This is an optimization exercise on Yosys and OpenROAD, whose aim is small area, a short achievable clock period and few clock cycles, not a production implementation. Function was not checked in any run shown here: the RTL went through the layout flow alone. Power figures rest on the tool's default switching activity, not on a simulated workload.

==> flow/design.v, too long to show whole: its modules and the start of the top module <==
// module frp_div: 108 lines
// module frame_rate_pacer: 1025 lines
module frame_rate_pacer (
   input  logic                            clock,
   input  logic                            reset,
   input  logic                            req_valid,
   output logic                            req_ready,
   input  logic [frp_pkg::TS_W-1:0]        req_timestamp_ms,
   input  logic                            req_in_foreground,
   input  logic                            req_mouse_look,
   output logic                            rsp_valid,
   input  logic                            rsp_ready,
   output logic [frp_pkg::SLEEP_W-1:0]     rsp_sleep_ms,
   output logic [frp_pkg::TS_W-1:0]        rsp_frame_time_ms,
   output logic [frp_pkg::FPS_W-1:0]       rsp_fps_x16,
   input  logic                            csr_we,
   input  logic [frp_pkg::CSR_INDEX_W-1:0] csr_index,
   input  logic [frp_pkg::CSR_DATA_W-1:0]  csr_wdata
);
  // ...
==> flow/run.sh <==
#!/bin/bash
# synth_recipe.tcl (not shown) runs the flow's synth.tcl, then flattens the netlist and writes it again
# the make line also repeats each setting of config.mk as NAME=value (left out here)
make -C /OpenROAD-flow-scripts/flow DESIGN_CONFIG=/design/flow/config.mk WORK_HOME=/design/flow/orfs CLKGATE_MAP_FILE= SYNTH_SCRIPT=/design/flow/synth_recipe.tcl finish
==> flow/config.mk <==
export PLATFORM = sky130hd
export DESIGN_NAME = frame_rate_pacer
export DESIGN_NICKNAME = frame_rate_pacer
export VERILOG_FILES = /design/flow/design.v
export SDC_FILE = /design/flow/constraint.sdc
export NUM_CORES = 4
export LEC_CHECK = 0
export CAP_MARGIN = 20
export CORE_MARGIN = 2
export CORE_UTILIZATION = 60
export SETUP_SLACK_MARGIN = 3.0
export SLEW_MARGIN = 20
export TNS_END_PERCENT = 100
==> flow/constraint.sdc <==
create_clock -name core_clock -period 6.5 [get_ports {clock}]
set_input_delay 1.3000 -clock core_clock [delete_from_list [all_inputs] [get_ports {clock}]]
set_output_delay 1.3000 -clock core_clock [all_outputs]
set_load 0.01 [all_outputs]
==> run_results.csv, run 1 <==
group,metric,value,unit
status,status,"no timing/DRC/antenna violations",
final_layout,multi_input_area_share,27.7,%
power_and_ir_drop,p_seq_share,47.7,%
floorplan,fp.dieH,382,um
critical_path,r2r_setup_slack,2.36,ns
timing,whs,0.402,ns
final_layout,seq_share,57.7,%
worst_hold_path,worstHoldStart,"hist[520]",
yosys,yosysTopAreaCell,"edfxtp_1",
critical_path,cpMostUsedCell,"a21oi_2",
critical_path,cp_slowest_cell,"edfxtp_1",
critical_path,path_delay_family,"compound AO/OA/AOI/OAI gates",
yosys,synth_flop_cell,"edfxtp_1",
floorplan,num_rows,138,
critical_path,arrival,4.70,ns
final_layout,utilization,70.4,%
floorplan,start_util,60.5,%
route,wl_per_cell,21.0,um
worst_hold_path,hold_end,"hist[552]",
final_layout,signal_buffers,417,
critical_path,required,7.07,ns
final_layout,final_cell_area,99700,um2
route,highest_layer,"met4",
power_and_ir_drop,comb_power_share,18.9,%
critical_path,setup.worst_path.end,"rsp_ft[30]",
route,drc,0,
==> inputs of run 2 (changes only) <==
--- a/flow/design.v
+++ b/flow/design.v
@@ -303,17 +303,54 @@
    logic [31:0] el_x_kG4, el_x_kP4;
    assign el_x_kG4 = el_x_kG3 | (el_x_kP3 & {el_x_kG3[23:0], 8'b0});
    assign el_x_kP4 = el_x_kP3 & {el_x_kP3[23:0], 8'b0};
    logic [31:0] el_x_kG5, el_x_kP5;
    assign el_x_kG5 = el_x_kG4 | (el_x_kP4 & {el_x_kG4[15:0], 16'b0});
    assign el_x_kP5 = el_x_kP4 & {el_x_kP4[15:0], 16'b0};
    assign el_x = {~el_x_kG5[31], el_x_kp ^ {el_x_kG5[30:0], 1'b1}};
    assign el  = el_x[31:0];
-   assign nfr = 12'(cnt) * 12'd125;      
+   always_comb begin
+      case (cnt)
+         6'd0: nfr = 12'd0;
+         6'd1: nfr = 12'd125;
+         6'd2: nfr = 12'd250;
+         6'd3: nfr = 12'd375;
+         6'd4: nfr = 12'd500;
+         6'd5: nfr = 12'd625;
+         6'd6: nfr = 12'd750;
+         6'd7: nfr = 12'd875;
+         6'd8: nfr = 12'd1000;
+         6'd9: nfr = 12'd1125;
+         6'd10: nfr = 12'd1250;
+         6'd11: nfr = 12'd1375;
+         6'd12: nfr = 12'd1500;
+         6'd13: nfr = 12'd1625;
+         6'd14: nfr = 12'd1750;
+         6'd15: nfr = 12'd1875;
+         6'd16: nfr = 12'd2000;
+         6'd17: nfr = 12'd2125;
+         6'd18: nfr = 12'd2250;
+         6'd19: nfr = 12'd2375;
+         6'd20: nfr = 12'd2500;
+         6'd21: nfr = 12'd2625;
+         6'd22: nfr = 12'd2750;
+         6'd23: nfr = 12'd2875;
+         6'd24: nfr = 12'd3000;
+         6'd25: nfr = 12'd3125;
+         6'd26: nfr = 12'd3250;
+         6'd27: nfr = 12'd3375;
+         6'd28: nfr = 12'd3500;
+         6'd29: nfr = 12'd3625;
+         6'd30: nfr = 12'd3750;
+         6'd31: nfr = 12'd3875;
+         6'd32: nfr = 12'd4000;
+         default: nfr = 12'd0;
+      endcase
+   end
    always_ff @(posedge clock) begin
       if (reset) begin
          cnt   <= 6'd0;
          prior <= 10'd0;
       end else if (act) begin
          cnt <= reseed ? 6'd1 : (full ? cnt : cnt + 6'd1);
          if (b_nz) prior <= sleep_b;
       end
@@ -379,26 +416,26 @@
    logic [3:0]  d7_j;        
    logic        d7_f0;       
    logic [9:0]  d7_sl;
    logic [18:0] d7_d;
    logic        d7_E, d7_Z;
    logic [20:0] d7_d3;
    logic [13:0] d7_r, d7_q;
    logic        d8_v;
-   logic [3:0]  d8_j;        
+   logic [7:0]  d8_j;        
    logic        d8_f0;       
    logic [9:0]  d8_sl;
    logic [18:0] d8_d;
    logic        d8_E, d8_Z;
    logic [20:0] d8_d3;
    logic [15:0] d8_r, d8_q;
    logic        d9_v;
-   logic [8:0]  d9_j;        
-   logic        d9_f0;       
+   logic [15:0] d9_ftl, d9_fth;    
+   logic        d9_ftb, d9_f0;     
    logic [9:0]  d9_sl;
    logic [18:0] d9_d;
    logic        d9_E, d9_Z;
    logic [20:0] d9_d3;
    logic [17:0] d9_r, d9_q;
    always_ff @(posedge clock) begin
       if (reset) d1_v <= 1'b0;
       else if (!stall) d1_v <= b_v;
@@ -409,35 +446,35 @@
          d1_d    <= el[18:0];
          d1_dbig <= (el[31:19] != '0);
          d1_c0   <= c0;
          d1_fz   <= block_off;
          d1_n    <= nfr;
       end
    end
    logic d1_E, d1_Z;
-   logic [20:0] d1_d3;
    assign d1_E = ~d1_fz & (d1_c0 | (~d1_dbig & (d1_d == '0)));
    assign d1_Z = d1_fz | d1_dbig;
+   logic [20:0] d1_d3;
    assign d1_d3 = {2'b0, d1_d} + {1'b0, d1_d, 1'b0};
    logic [1:0] d1_x17, d1_r17;
    logic [2:0] d1_a17, d1_b17, d1_c17;
    logic d1_g17, d1_h17, d1_k17;
    assign d1_x17 = {d1_n[11], d1_n[10]};
    assign d1_a17 = {1'b0, d1_x17} - {1'b0, d1_d[1:0]};
    assign d1_g17 = ~d1_a17[2] & (d1_d[18:2] == '0);
    assign d1_b17 = {1'b0, d1_x17} - {1'b0, {d1_d[0:0], 1'b0}};
    assign d1_h17 = ~d1_b17[2] & (d1_d[18:1] == '0);
    logic [3:0] d1_t17;
    assign d1_t17 = {2'b0, d1_d[1:0]} + {1'b0, d1_d[1:0], 1'b0};
    assign d1_c17 = {1'b0, d1_x17} - {1'b0, d1_t17[1:0]};
    assign d1_k17 = ~d1_c17[2] & (d1_d[18:2] == '0) & (d1_t17[3:2] == 2'b0);
-   assign d1_r17 = d1_k17 ? d1_c17[1:0] : d1_h17 ? d1_b17[1:0] : d1_g17 ? d1_a17[1:0] : d1_x17;
    logic d1_q17l;
    assign d1_q17l = d1_k17 | (d1_g17 & ~d1_h17);
+   assign d1_r17 = d1_k17 ? d1_c17[1:0] : d1_h17 ? d1_b17[1:0] : d1_g17 ? d1_a17[1:0] : d1_x17;
    logic [3:0] d1_x15, d1_r15;
    logic [4:0] d1_a15, d1_b15, d1_c15;
    logic d1_g15, d1_h15, d1_k15;
    assign d1_x15 = {d1_r17, d1_n[9], d1_n[8]};
    logic [3:0] d1_a15_kp, d1_a15_kg;
    assign d1_a15_kp = d1_x15 ^ ~(d1_d[3:0]);
    assign d1_a15_kg = d1_x15 & ~(d1_d[3:0]);
    logic [3:0] d1_a15_kG0, d1_a15_kP0;
@@ -476,19 +513,19 @@
    logic [3:0] d1_c15_kG1, d1_c15_kP1;
    assign d1_c15_kG1 = d1_c15_kG0 | (d1_c15_kP0 & {d1_c15_kG0[2:0], 1'b0});
    assign d1_c15_kP1 = d1_c15_kP0 & {d1_c15_kP0[2:0], 1'b0};
    logic [3:0] d1_c15_kG2, d1_c15_kP2;
    assign d1_c15_kG2 = d1_c15_kG1 | (d1_c15_kP1 & {d1_c15_kG1[1:0], 2'b0});
    assign d1_c15_kP2 = d1_c15_kP1 & {d1_c15_kP1[1:0], 2'b0};
    assign d1_c15 = {~d1_c15_kG2[3], d1_c15_kp ^ {d1_c15_kG2[2:0], 1'b1}};
    assign d1_k15 = ~d1_c15[4] & (d1_d[18:4] == '0) & (d1_t15[5:4] == 2'b0);
-   assign d1_r15 = d1_k15 ? d1_c15[3:0] : d1_h15 ? d1_b15[3:0] : d1_g15 ? d1_a15[3:0] : d1_x15;
    logic d1_q15l;
    assign d1_q15l = d1_k15 | (d1_g15 & ~d1_h15);
+   assign d1_r15 = d1_k15 ? d1_c15[3:0] : d1_h15 ? d1_b15[3:0] : d1_g15 ? d1_a15[3:0] : d1_x15;
    always_ff @(posedge clock) begin
       if (reset) d2_v <= 1'b0;
       else if (!stall) d2_v <= d1_v;
       if (!stall) begin
          d2_j  <= d1_j + {3'd0, act};
          d2_f0 <= d1_f0;
          d2_sl <= d1_sl;
          d2_d  <= d1_d;
@@ -550,19 +587,19 @@
    logic [5:0] d2_c13_kG2, d2_c13_kP2;
    assign d2_c13_kG2 = d2_c13_kG1 | (d2_c13_kP1 & {d2_c13_kG1[3:0], 2'b0});
    assign d2_c13_kP2 = d2_c13_kP1 & {d2_c13_kP1[3:0], 2'b0};
    logic [5:0] d2_c13_kG3, d2_c13_kP3;
    assign d2_c13_kG3 = d2_c13_kG2 | (d2_c13_kP2 & {d2_c13_kG2[1:0], 4'b0});
    assign d2_c13_kP3 = d2_c13_kP2 & {d2_c13_kP2[1:0], 4'b0};
    assign d2_c13 = {~d2_c13_kG3[5], d2_c13_kp ^ {d2_c13_kG3[4:0], 1'b1}};
    assign d2_k13 = ~d2_c13[6] & (d2_d3[20:6] == '0);
-   assign d2_r13 = d2_k13 ? d2_c13[5:0] : d2_h13 ? d2_b13[5:0] : d2_g13 ? d2_a13[5:0] : d2_x13;
    logic d2_q13l;
    assign d2_q13l = d2_k13 | (d2_g13 & ~d2_h13);
+   assign d2_r13 = d2_k13 ? d2_c13[5:0] : d2_h13 ? d2_b13[5:0] : d2_g13 ? d2_a13[5:0] : d2_x13;
    always_ff @(posedge clock) begin
       if (reset) d3_v <= 1'b0;
       else if (!stall) d3_v <= d2_v;
       if (!stall) begin
          d3_j  <= d2_j + {3'd0, act};
          d3_f0 <= d2_f0;
          d3_sl <= d2_sl;
          d3_d  <= d2_d;
@@ -624,19 +661,19 @@
    logic [7:0] d3_c11_kG2, d3_c11_kP2;
    assign d3_c11_kG2 = d3_c11_kG1 | (d3_c11_kP1 & {d3_c11_kG1[5:0], 2'b0});
    assign d3_c11_kP2 = d3_c11_kP1 & {d3_c11_kP1[5:0], 2'b0};
    logic [7:0] d3_c11_kG3, d3_c11_kP3;
    assign d3_c11_kG3 = d3_c11_kG2 | (d3_c11_kP2 & {d3_c11_kG2[3:0], 4'b0});
    assign d3_c11_kP3 = d3_c11_kP2 & {d3_c11_kP2[3:0], 4'b0};
    assign d3_c11 = {~d3_c11_kG3[7], d3_c11_kp ^ {d3_c11_kG3[6:0], 1'b1}};
    assign d3_k11 = ~d3_c11[8] & (d3_d3[20:8] == '0);
-   assign d3_r11 = d3_k11 ? d3_c11[7:0] : d3_h11 ? d3_b11[7:0] : d3_g11 ? d3_a11[7:0] : d3_x11;
    logic d3_q11l;
    assign d3_q11l = d3_k11 | (d3_g11 & ~d3_h11);
+   assign d3_r11 = d3_k11 ? d3_c11[7:0] : d3_h11 ? d3_b11[7:0] : d3_g11 ? d3_a11[7:0] : d3_x11;
    always_ff @(posedge clock) begin
       if (reset) d4_v <= 1'b0;
       else if (!stall) d4_v <= d3_v;
       if (!stall) begin
          d4_j  <= d3_j + {3'd0, act};
          d4_f0 <= d3_f0;
          d4_sl <= d3_sl;
          d4_d  <= d3_d;
@@ -707,19 +744,19 @@
    logic [9:0] d4_c9_kG3, d4_c9_kP3;
    assign d4_c9_kG3 = d4_c9_kG2 | (d4_c9_kP2 & {d4_c9_kG2[5:0], 4'b0});
    assign d4_c9_kP3 = d4_c9_kP2 & {d4_c9_kP2[5:0], 4'b0};
    logic [9:0] d4_c9_kG4, d4_c9_kP4;
    assign d4_c9_kG4 = d4_c9_kG3 | (d4_c9_kP3 & {d4_c9_kG3[1:0], 8'b0});
    assign d4_c9_kP4 = d4_c9_kP3 & {d4_c9_kP3[1:0], 8'b0};
    assign d4_c9 = {~d4_c9_kG4[9], d4_c9_kp ^ {d4_c9_kG4[8:0], 1'b1}};
    assign d4_k9 = ~d4_c9[10] & (d4_d3[20:10] == '0);
-   assign d4_r9 = d4_k9 ? d4_c9[9:0] : d4_h9 ? d4_b9[9:0] : d4_g9 ? d4_a9[9:0] : d4_x9;
    logic d4_q9l;
    assign d4_q9l = d4_k9 | (d4_g9 & ~d4_h9);
+   assign d4_r9 = d4_k9 ? d4_c9[9:0] : d4_h9 ? d4_b9[9:0] : d4_g9 ? d4_a9[9:0] : d4_x9;
    always_ff @(posedge clock) begin
       if (reset) d5_v <= 1'b0;
       else if (!stall) d5_v <= d4_v;
       if (!stall) begin
          d5_j  <= d4_j + {3'd0, act};
          d5_f0 <= d4_f0;
          d5_sl <= d4_sl;
          d5_d  <= d4_d;
@@ -790,19 +827,19 @@
    logic [11:0] d5_c7_kG3, d5_c7_kP3;
    assign d5_c7_kG3 = d5_c7_kG2 | (d5_c7_kP2 & {d5_c7_kG2[7:0], 4'b0});
    assign d5_c7_kP3 = d5_c7_kP2 & {d5_c7_kP2[7:0], 4'b0};
    logic [11:0] d5_c7_kG4, d5_c7_kP4;
    assign d5_c7_kG4 = d5_c7_kG3 | (d5_c7_kP3 & {d5_c7_kG3[3:0], 8'b0});
    assign d5_c7_kP4 = d5_c7_kP3 & {d5_c7_kP3[3:0], 8'b0};
    assign d5_c7 = {~d5_c7_kG4[11], d5_c7_kp ^ {d5_c7_kG4[10:0], 1'b1}};
    assign d5_k7 = ~d5_c7[12] & (d5_d3[20:12] == '0);
-   assign d5_r7 = d5_k7 ? d5_c7[11:0] : d5_h7 ? d5_b7[11:0] : d5_g7 ? d5_a7[11:0] : d5_x7;
    logic d5_q7l;
    assign d5_q7l = d5_k7 | (d5_g7 & ~d5_h7);
+   assign d5_r7 = d5_k7 ? d5_c7[11:0] : d5_h7 ? d5_b7[11:0] : d5_g7 ? d5_a7[11:0] : d5_x7;
    always_ff @(posedge clock) begin
       if (reset) d6_v <= 1'b0;
       else if (!stall) d6_v <= d5_v;
       if (!stall) begin
          d6_j  <= d5_j + {3'd0, act};
          d6_f0 <= d5_f0;
          d6_sl <= d5_sl;
          d6_d  <= d5_d;
@@ -872,19 +909,19 @@
    logic [13:0] d6_c5_kG3, d6_c5_kP3;
    assign d6_c5_kG3 = d6_c5_kG2 | (d6_c5_kP2 & {d6_c5_kG2[9:0], 4'b0});
    assign d6_c5_kP3 = d6_c5_kP2 & {d6_c5_kP2[9:0], 4'b0};
    logic [13:0] d6_c5_kG4, d6_c5_kP4;
    assign d6_c5_kG4 = d6_c5_kG3 | (d6_c5_kP3 & {d6_c5_kG3[5:0], 8'b0});
    assign d6_c5_kP4 = d6_c5_kP3 & {d6_c5_kP3[5:0], 8'b0};
    assign d6_c5 = {~d6_c5_kG4[13], d6_c5_kp ^ {d6_c5_kG4[12:0], 1'b1}};
    assign d6_k5 = ~d6_c5[14] & (d6_d3[20:14] == '0);
-   assign d6_r5 = d6_k5 ? d6_c5[13:0] : d6_h5 ? d6_b5[13:0] : d6_g5 ? d6_a5[13:0] : d6_x5;
    logic d6_q5l;
    assign d6_q5l = d6_k5 | (d6_g5 & ~d6_h5);
+   assign d6_r5 = d6_k5 ? d6_c5[13:0] : d6_h5 ? d6_b5[13:0] : d6_g5 ? d6_a5[13:0] : d6_x5;
    always_ff @(posedge clock) begin
       if (reset) d7_v <= 1'b0;
       else if (!stall) d7_v <= d6_v;
       if (!stall) begin
          d7_j  <= d6_j + {3'd0, act};
          d7_f0 <= d6_f0;
          d7_sl <= d6_sl;
          d7_d  <= d6_d;
@@ -954,24 +991,24 @@
    logic [15:0] d7_c3_kG3, d7_c3_kP3;
    assign d7_c3_kG3 = d7_c3_kG2 | (d7_c3_kP2 & {d7_c3_kG2[11:0], 4'b0});
    assign d7_c3_kP3 = d7_c3_kP2 & {d7_c3_kP2[11:0], 4'b0};
    logic [15:0] d7_c3_kG4, d7_c3_kP4;
    assign d7_c3_kG4 = d7_c3_kG3 | (d7_c3_kP3 & {d7_c3_kG3[7:0], 8'b0});
    assign d7_c3_kP4 = d7_c3_kP3 & {d7_c3_kP3[7:0], 8'b0};
    assign d7_c3 = {~d7_c3_kG4[15], d7_c3_kp ^ {d7_c3_kG4[14:0], 1'b1}};
    assign d7_k3 = ~d7_c3[16] & (d7_d3[20:16] == '0);
-   assign d7_r3 = d7_k3 ? d7_c3[15:0] : d7_h3 ? d7_b3[15:0] : d7_g3 ? d7_a3[15:0] : d7_x3;
    logic d7_q3l;
    assign d7_q3l = d7_k3 | (d7_g3 & ~d7_h3);
+   assign d7_r3 = d7_k3 ? d7_c3[15:0] : d7_h3 ? d7_b3[15:0] : d7_g3 ? d7_a3[15:0] : d7_x3;
    always_ff @(posedge clock) begin
       if (reset) d8_v <= 1'b0;
       else if (!stall) d8_v <= d7_v;
       if (!stall) begin
-         d8_j  <= d7_j + {3'd0, act};
+         d8_j  <= 8'(1) << (d7_j + {3'd0, act});
          d8_f0 <= d7_f0;
          d8_sl <= d7_sl;
          d8_d  <= d7_d;
          d8_d3 <= d7_d3;
          d8_E  <= d7_E;
          d8_Z  <= d7_Z;
          d8_r  <= d7_r3;
          d8_q  <= {d7_q, d7_h3, d7_q3l};
@@ -1045,25 +1082,87 @@
    logic [17:0] d8_c1_kG4, d8_c1_kP4;
    assign d8_c1_kG4 = d8_c1_kG3 | (d8_c1_kP3 & {d8_c1_kG3[9:0], 8'b0});
    assign d8_c1_kP4 = d8_c1_kP3 & {d8_c1_kP3[9:0], 8'b0};
    logic [17:0] d8_c1_kG5, d8_c1_kP5;
    assign d8_c1_kG5 = d8_c1_kG4 | (d8_c1_kP4 & {d8_c1_kG4[1:0], 16'b0});
    assign d8_c1_kP5 = d8_c1_kP4 & {d8_c1_kP4[1:0], 16'b0};
    assign d8_c1 = {~d8_c1_kG5[17], d8_c1_kp ^ {d8_c1_kG5[16:0], 1'b1}};
    assign d8_k1 = ~d8_c1[18] & (d8_d3[20:18] == '0);
-   assign d8_r1 = d8_k1 ? d8_c1[17:0] : d8_h1 ? d8_b1[17:0] : d8_g1 ? d8_a1[17:0] : d8_x1;
    logic d8_q1l;
    assign d8_q1l = d8_k1 | (d8_g1 & ~d8_h1);
+   assign d8_r1 = d8_k1 ? d8_c1[17:0] : d8_h1 ? d8_b1[17:0] : d8_g1 ? d8_a1[17:0] : d8_x1;
+   logic [31:0] hj0, hj1;
+   logic [16:0] ftj_l, ftj_h;
+   always_comb begin
+      hj0 = 32'd0;
+      hj1 = 32'd0;
+      hj0 = hj0 | (hist[31:0] & {32{d8_j[0]}});
+      hj1 = hj1 | (hist[63:32] & {32{d8_j[0]}});
+      hj0 = hj0 | (hist[63:32] & {32{d8_j[1]}});
+      hj1 = hj1 | (hist[95:64] & {32{d8_j[1]}});
+      hj0 = hj0 | (hist[95:64] & {32{d8_j[2]}});
+      hj1 = hj1 | (hist[127:96] & {32{d8_j[2]}});
+      hj0 = hj0 | (hist[127:96] & {32{d8_j[3]}});
+      hj1 = hj1 | (hist[159:128] & {32{d8_j[3]}});
+      hj0 = hj0 | (hist[159:128] & {32{d8_j[4]}});
+      hj1 = hj1 | (hist[191:160] & {32{d8_j[4]}});
+      hj0 = hj0 | (hist[191:160] & {32{d8_j[5]}});
+      hj1 = hj1 | (hist[223:192] & {32{d8_j[5]}});
+      hj0 = hj0 | (hist[223:192] & {32{d8_j[6]}});
+      hj1 = hj1 | (hist[255:224] & {32{d8_j[6]}});
+      hj0 = hj0 | (hist[255:224] & {32{d8_j[7]}});
+      hj1 = hj1 | (hist[287:256] & {32{d8_j[7]}});
+   end
+   logic [15:0] ftj_l_kp, ftj_l_kg;
+   assign ftj_l_kp = hj0[15:0] ^ ~(hj1[15:0]);
+   assign ftj_l_kg = hj0[15:0] & ~(hj1[15:0]);
+   logic [15:0] ftj_l_kG0, ftj_l_kP0;
+   assign ftj_l_kG0 = {ftj_l_kg[15:1], ftj_l_kg[0] | ftj_l_kp[0]};
+   assign ftj_l_kP0 = ftj_l_kp;
+   logic [15:0] ftj_l_kG1, ftj_l_kP1;
+   assign ftj_l_kG1 = ftj_l_kG0 | (ftj_l_kP0 & {ftj_l_kG0[14:0], 1'b0});
+   assign ftj_l_kP1 = ftj_l_kP0 & {ftj_l_kP0[14:0], 1'b0};
+   logic [15:0] ftj_l_kG2, ftj_l_kP2;
+   assign ftj_l_kG2 = ftj_l_kG1 | (ftj_l_kP1 & {ftj_l_kG1[13:0], 2'b0});
+   assign ftj_l_kP2 = ftj_l_kP1 & {ftj_l_kP1[13:0], 2'b0};
+   logic [15:0] ftj_l_kG3, ftj_l_kP3;
+   assign ftj_l_kG3 = ftj_l_kG2 | (ftj_l_kP2 & {ftj_l_kG2[11:0], 4'b0});
+   assign ftj_l_kP3 = ftj_l_kP2 & {ftj_l_kP2[11:0], 4'b0};
+   logic [15:0] ftj_l_kG4, ftj_l_kP4;
+   assign ftj_l_kG4 = ftj_l_kG3 | (ftj_l_kP3 & {ftj_l_kG3[7:0], 8'b0});
+   assign ftj_l_kP4 = ftj_l_kP3 & {ftj_l_kP3[7:0], 8'b0};
+   assign ftj_l = {~ftj_l_kG4[15], ftj_l_kp ^ {ftj_l_kG4[14:0], 1'b1}};
+   logic [15:0] ftj_h_kp, ftj_h_kg;
+   assign ftj_h_kp = hj0[31:16] ^ ~(hj1[31:16]);
+   assign ftj_h_kg = hj0[31:16] & ~(hj1[31:16]);
+   logic [15:0] ftj_h_kG0, ftj_h_kP0;
+   assign ftj_h_kG0 = {ftj_h_kg[15:1], ftj_h_kg[0] | ftj_h_kp[0]};
+   assign ftj_h_kP0 = ftj_h_kp;
+   logic [15:0] ftj_h_kG1, ftj_h_kP1;
+   assign ftj_h_kG1 = ftj_h_kG0 | (ftj_h_kP0 & {ftj_h_kG0[14:0], 1'b0});
+   assign ftj_h_kP1 = ftj_h_kP0 & {ftj_h_kP0[14:0], 1'b0};
+   logic [15:0] ftj_h_kG2, ftj_h_kP2;
+   assign ftj_h_kG2 = ftj_h_kG1 | (ftj_h_kP1 & {ftj_h_kG1[13:0], 2'b0});
+   assign ftj_h_kP2 = ftj_h_kP1 & {ftj_h_kP1[13:0], 2'b0};
+   logic [15:0] ftj_h_kG3, ftj_h_kP3;
+   assign ftj_h_kG3 = ftj_h_kG2 | (ftj_h_kP2 & {ftj_h_kG2[11:0], 4'b0});
+   assign ftj_h_kP3 = ftj_h_kP2 & {ftj_h_kP2[11:0], 4'b0};
+   logic [15:0] ftj_h_kG4, ftj_h_kP4;
+   assign ftj_h_kG4 = ftj_h_kG3 | (ftj_h_kP3 & {ftj_h_kG3[7:0], 8'b0});
+   assign ftj_h_kP4 = ftj_h_kP3 & {ftj_h_kP3[7:0], 8'b0};
+   assign ftj_h = {~ftj_h_kG4[15], ftj_h_kp ^ {ftj_h_kG4[14:0], 1'b1}};
    always_ff @(posedge clock) begin
       if (reset) d9_v <= 1'b0;
       else if (!stall) d9_v <= d8_v;
       if (!stall) begin
-         d9_j  <= 9'(1) << (d8_j + {3'd0, act});
-         d9_f0 <= d8_f0;
+         d9_ftl <= ftj_l[15:0];
+         d9_ftb <= ftj_l[16];
+         d9_fth <= ftj_h[15:0];
+         d9_f0  <= d8_f0;
          d9_sl <= d8_sl;
          d9_d  <= d8_d;
          d9_d3 <= d8_d3;
          d9_E  <= d8_E;
          d9_Z  <= d8_Z;
          d9_r  <= d8_r1;
          d9_q  <= {d8_q, d8_h1, d8_q1l};
       end
@@ -1093,71 +1192,25 @@
    logic [18:0] d9_a0_kG5, d9_a0_kP5;
    assign d9_a0_kG5 = d9_a0_kG4 | (d9_a0_kP4 & {d9_a0_kG4[2:0], 16'b0});
    assign d9_a0_kP5 = d9_a0_kP4 & {d9_a0_kP4[2:0], 16'b0};
    assign d9_a0 = {~d9_a0_kG5[18], d9_a0_kp ^ {d9_a0_kG5[17:0], 1'b1}};
    assign d9_g0 = ~d9_a0[19];
    assign d9_r0 = d9_g0 ? d9_a0[18:0] : d9_x0;
    logic [18:0] q_fin;
    assign q_fin = {d9_q, d9_g0};
-   logic [31:0] hj0, hj1;
-   logic [32:0] ftj_x;
-   always_comb begin
-      hj0 = 32'd0;
-      hj1 = 32'd0;
-      hj0 = hj0 | (hist[31:0] & {32{d9_j[0]}});
-      hj1 = hj1 | (hist[63:32] & {32{d9_j[0]}});
-      hj0 = hj0 | (hist[63:32] & {32{d9_j[1]}});
-      hj1 = hj1 | (hist[95:64] & {32{d9_j[1]}});
-      hj0 = hj0 | (hist[95:64] & {32{d9_j[2]}});
-      hj1 = hj1 | (hist[127:96] & {32{d9_j[2]}});
-      hj0 = hj0 | (hist[127:96] & {32{d9_j[3]}});
-      hj1 = hj1 | (hist[159:128] & {32{d9_j[3]}});
-      hj0 = hj0 | (hist[159:128] & {32{d9_j[4]}});
-      hj1 = hj1 | (hist[191:160] & {32{d9_j[4]}});
-      hj0 = hj0 | (hist[191:160] & {32{d9_j[5]}});
-      hj1 = hj1 | (hist[223:192] & {32{d9_j[5]}});
-      hj0 = hj0 | (hist[223:192] & {32{d9_j[6]}});
-      hj1 = hj1 | (hist[255:224] & {32{d9_j[6]}});
-      hj0 = hj0 | (hist[255:224] & {32{d9_j[7]}});
-      hj1 = hj1 | (hist[287:256] & {32{d9_j[7]}});
-      hj0 = hj0 | (hist[287:256] & {32{d9_j[8]}});
-      hj1 = hj1 | (hist[319:288] & {32{d9_j[8]}});
-   end
-   logic [31:0] ftj_x_kp, ftj_x_kg;
-   assign ftj_x_kp = hj0 ^ ~(hj1);
-   assign ftj_x_kg = hj0 & ~(hj1);
-   logic [31:0] ftj_x_kG0, ftj_x_kP0;
-   assign ftj_x_kG0 = {ftj_x_kg[31:1], ftj_x_kg[0] | ftj_x_kp[0]};
-   assign ftj_x_kP0 = ftj_x_kp;
-   logic [31:0] ftj_x_kG1, ftj_x_kP1;
-   assign ftj_x_kG1 = ftj_x_kG0 | (ftj_x_kP0 & {ftj_x_kG0[30:0], 1'b0});
-   assign ftj_x_kP1 = ftj_x_kP0 & {ftj_x_kP0[30:0], 1'b0};
-   logic [31:0] ftj_x_kG2, ftj_x_kP2;
-   assign ftj_x_kG2 = ftj_x_kG1 | (ftj_x_kP1 & {ftj_x_kG1[29:0], 2'b0});
-   assign ftj_x_kP2 = ftj_x_kP1 & {ftj_x_kP1[29:0], 2'b0};
-   logic [31:0] ftj_x_kG3, ftj_x_kP3;
-   assign ftj_x_kG3 = ftj_x_kG2 | (ftj_x_kP2 & {ftj_x_kG2[27:0], 4'b0});
-   assign ftj_x_kP3 = ftj_x_kP2 & {ftj_x_kP2[27:0], 4'b0};
-   logic [31:0] ftj_x_kG4, ftj_x_kP4;
-   assign ftj_x_kG4 = ftj_x_kG3 | (ftj_x_kP3 & {ftj_x_kG3[23:0], 8'b0});
-   assign ftj_x_kP4 = ftj_x_kP3 & {ftj_x_kP3[23:0], 8'b0};
-   logic [31:0] ftj_x_kG5, ftj_x_kP5;
-   assign ftj_x_kG5 = ftj_x_kG4 | (ftj_x_kP4 & {ftj_x_kG4[15:0], 16'b0});
-   assign ftj_x_kP5 = ftj_x_kP4 & {ftj_x_kP4[15:0], 16'b0};
-   assign ftj_x = {~ftj_x_kG5[31], ftj_x_kp ^ {ftj_x_kG5[30:0], 1'b1}};
    logic [9:0]  rsp_sl;
    logic [31:0] rsp_ft;
    logic [18:0] rsp_fps;
    always_ff @(posedge clock) begin
       if (reset) rsp_valid_ff <= 1'b0;
       else if (!stall) rsp_valid_ff <= d9_v;
       if (!stall) begin
          rsp_sl  <= d9_sl;
-         rsp_ft  <= d9_f0 ? 32'd0 : ftj_x[31:0];
+         rsp_ft  <= d9_f0 ? 32'd0 : {d9_fth - {15'd0, d9_ftb}, d9_ftl};
          rsp_fps <= d9_E ? frp_pkg::IDLE_FPS_X16 : (d9_Z ? 19'd0 : q_fin);
       end
    end
    assign rsp_valid         = rsp_valid_ff;
    assign rsp_sleep_ms      = rsp_sl;
    assign rsp_frame_time_ms = rsp_ft;
    assign rsp_fps_x16       = rsp_fps;
 endmodule
==> flow/config.mk (replaced) <==
export PLATFORM = sky130hd
export DESIGN_NAME = frame_rate_pacer
export DESIGN_NICKNAME = frame_rate_pacer
export VERILOG_FILES = /design/flow/design.v
export SDC_FILE = /design/flow/constraint.sdc
export NUM_CORES = 4
export LEC_CHECK = 0
export CAP_MARGIN = 20
export CORE_MARGIN = 2
export CORE_UTILIZATION = 60
export CTS_CLUSTER_DIAMETER = 80
export CTS_CLUSTER_SIZE = 28
export SETUP_SLACK_MARGIN = 3.0
export SLEW_MARGIN = 20
export TNS_END_PERCENT = 100
==> run_results.csv, run 2 <==
group,metric,value,unit
status,status,"no timing/DRC/antenna violations",
route,highest_layer,"met5",
yosys,synth_area,86100,um2
yosys,yosys_warnings,2,
yosys,synth_enable_flop_cells,1882,
yosys,synth_cells,6079,
placement,pre_cts_slack,1.73,ns
grt,grt.overflow.total,0,
timing,rsz0062_at_grt,"true",
yosys,synth.area.top_cells,"edfxtp_1 (66%), ha_1 (6.8%), a22oi_1 (2.3%), dfxtp_1 (2.1%), inv_1 (1.9%)",
route,wl_met1,82500,um
critical_path,cp-end-kind,"flip-flop",
yosys,synth_fa_ha_area_share,7.28,%
yosys,synthMostInstantiatedCell,"edfxtp_1",
final_layout,layout_common_cells,"edfxtp_1 (1882), ha_1 (431), inv_1 (420)",
critical_path,setup.worst_path.end,"b_ft[31]",
yosys,syn-num-nets,6624,
final_layout,utilization,68.1,%
critical_path,crit_fanout,8,
final_layout,nFillCells,9901,
yosys,yosysSeqAreaShare,67.7,%
route,met3_length,9260,um
grt,antenna_found_initial,1,
cts,cts_max_path_buffers,3,
route,drt_wl_total,188000,um
route,drc,0,
critical_path,r2r_setup_slack,2.61,ns
timing,finalClockSkew,0.0341,ns
placement,gp_congestion,0.934,
power_and_ir_drop,p_leak,36.9,nW
floorplan,num_rows,139,
yosys,yosysTopAreaCell,"edfxtp_1",
final_layout,largest_register_ffs,1024,
timing,worst_pin_slew,0.986,ns
placement,placed_area,89800,um2
timing,period_share,59.9,%
cts,h-tree-depth,3,
yosys,async_flop_share,0,%
floorplan,fp.dieW,383,um
cts,worst_skew_pair.late_latency,0.75,ns
placement,hpwl,124000,um
floorplan,start_util,60.2,%
route,avgViaCountPerCell,5.94,
cts,cts.sinks,1973,
cts,holdBufCountCts,0,
worst_hold_path,hp-class,"reg -> reg",
final_layout,areaGrowthSynthToFinish,13.2,%
timing,final.min_clock_period,3.89,ns
yosys,synth_compound_area_share,10.5,%
cts,cts_tree,"yes",
grt,grt_usage,25.0,%
critical_path,required,7.01,ns
yosys,synth_flop_cell,"edfxtp_1",
route,vias,50200,
final_layout,drive_above_1_share,13.2,%
floorplan,dieArea,147000,um2
timing,whs,0.412,ns
job,cap_violations,0,
critical_path,r2r_start,"b_v",
final_layout,fin_nets,7040,
power_and_ir_drop,power_density,303,nW/um2
cts,cts_root_buffer,"clkbuf_16",
power_and_ir_drop,ir_worst_vdd,0.000332,V
grt,grt_max_degree,184,
grt,grt_pass1_vias,47300,
route,drtIter0Drc,4527,
yosys,synth_seq_cells,1973,
route,wl_met2,90300,um
grt,grt_pass1_wl,281000,um
yosys,synth_top_area_share,65.6,%
critical_path,r2r_cells,14,
final_layout,final_cell_area,97500,um2
yosys,synth_common_cells,"edfxtp_1 (1882), ha_1 (466), inv_1 (440)",
timing,hold_viol_final,0,
floorplan,io_pins,120,
critical_path,arrival,4.40,ns
placement,portBuffers,119,
critical_path,criticalPathCategory,"reg -> reg",
cts,cts.clk_slew.worst_paths,0.10,ns
route,detail-route-antenna-nets,0,
route,wl_per_cell,22.2,um
timing,setup_viol,0,
timing,setup_ws,2.61,ns
critical_path,startpoint,"b_v",
critical_path,reg2reg_to,"b_ft[31]",
timing,drv_slew,0,
yosys,ys_types,94,
yosys,synth_top_family_by_area,"compound AO/OA/AOI/OAI gates",
critical_path,start_kind,"flip-flop",
route,firstDrtPassIters,6,
yosys,synthMuxAreaShare,1.96,%
yosys,synth-simple-area-share,7.07,%
floorplan,core_area,143000,um2
final_layout,layout_commonest_cell,"edfxtp_1",
cts,cts_buffers,95,
timing,tns,0,ns
floorplan,fp.dieH,383,um
yosys,synthXorXnorAreaFrac,2.80,%
yosys,syn_avg_cell_area,14.2,um2
final_layout,largest_register,"hist",
timing,max_freq,0.257,GHz
timing,max-slew-margin-rel,34.3,%
-- run 2: cell count changes in the layout (fill, tap and decap cells not counted), sizes merged, moves of 40 or more --
cell / change
clkbuf: -127
clkinv: -67
buf: +53
a222oi: -63
a22oi: +159
nand3: -54
a221oi: -57
a22o: -40
-- run 2: logic make-up (layout without fill, tap and decap cells) --
group | Yosys count | in the layout
DFF | 1973 | 1973
AOI/OAI and AO/OA | 1364 | 1365
and+or+nand+nor | 1222 | 1222
buffers and inverters | 595 | 1065
adders and majority gates | 488 | 488
xor gates and xnor gates | 275 | 275
muxes | 162 | 162
other | 0 | 2
-- run 2: power breakdown --
group          leakage [nW]  internal [mW]  switching (mW)
Combinational          15.7           2.90            3.31
Sequential             19.7           15.5           0.843
Clock                  1.50           2.92            4.10
Total                  36.9           21.3            8.25
-- run 2: how the worst min path moves through the flow --
stage | startpoint | endpoint | depth (start not counted)
after floorplan | d1_f0 | d2_f0 | 0
after global placement | d2_sl[4] | d3_sl[4] | 0
after detailed placement | d1_n[1] | d2_n[1] | 0
final | hist[888] | hist[920] | 0
after CTS | hist[762] | hist[794] | 0
after global routing | hist[762] | hist[794] | 0
-- run 2: per-stage QoR --
stage	power [mW]	instances
floorplan	19.9	6079
global placement	21.5	8009
detailed placement	21.6	8009
CTS	29.2	8332
global route	30.9	8453
finish	29.6	8455
-- run 2: what timing repair did --
item | in CTS | in global routing
pin swaps | 114 | 132
setup endpoints to repair | 1224 | 169
gates resized for setup | 228 | 246
cloned | 10 | 9
buffers inserted | 161 | 112
-- run 2: area by class of cell --
| cell class | count | area (um2) | share of cell area (%) |
|---|---|---|---|
| timing repair buffer | 465 | 4540 | 4.65 |
| antenna | 2 | 5.00 | 0.00513 |
| timing repair inverter | 3 | 28.8 | 0.0295 |
| tap | 1903 | 2380 | 2.44 |
| multi-input combinational | 3512 | 27400 | 28.1 |
| inverter | 445 | 1720 | 1.76 |
| sequential | 1973 | 58300 | 59.8 |
| clock buffer | 101 | 2420 | 2.48 |
| clock inverter | 51 | 662 | 0.679 |
-- run 2: worst max-delay path, cell delays in order (launching register included) --
cell       delay [ns]
dfxtp_4          0.46
buf_16           0.17
mux2i_1          0.23
ha_1             0.30
o211ai_1         0.31
a21oi_4          0.08
o311ai_4         0.41
a21oi_2          0.12
xor2_2           0.18
a2111oi_4        0.22
o2111ai_2        0.16
nor4b_2          0.34
nor4b_2          0.25
nand4_1          0.13
a2111o_1         0.29
-- run 2: metal layers --
metal	vias to the layer above	GRT usage (%)
met2	1355	41.0
met1	24800	35.6
met3	238	2.63
li1	23800	-
met5	-	0
met4	2	7.36

re-timing with driven ports:
The results above use ideal ports. As a check the final layouts listed here were re-extracted and re-timed, cells and wires unchanged.
Step 1 assumes that a clkbuf_16 drives the clock port and a buf_2 every other input.
Step 2, shift: input delay + t, output delay - t, t = (earliest + latest rising clock arrival at the registers) / 2. This alone moves slack from input paths to output paths.
a / b / c = ideal / step 1 / step 2; a / b = the first two.
run	shift t [ns]	slack for setup (ns)	clock arrival spread, ns	pins driven straight from the clock port
run 1	0.869	2.361 / 2.361 / 2.361	0.056 / 0.056	1
run 2	0.818	2.609 / 2.609 / 2.453	0.040 / 0.040	1
After both steps setup and hold are still met in every run listed. The setup slack of run 2, which loses most, moves by 0.000 ns with the drivers and by -0.156 ns with both steps.
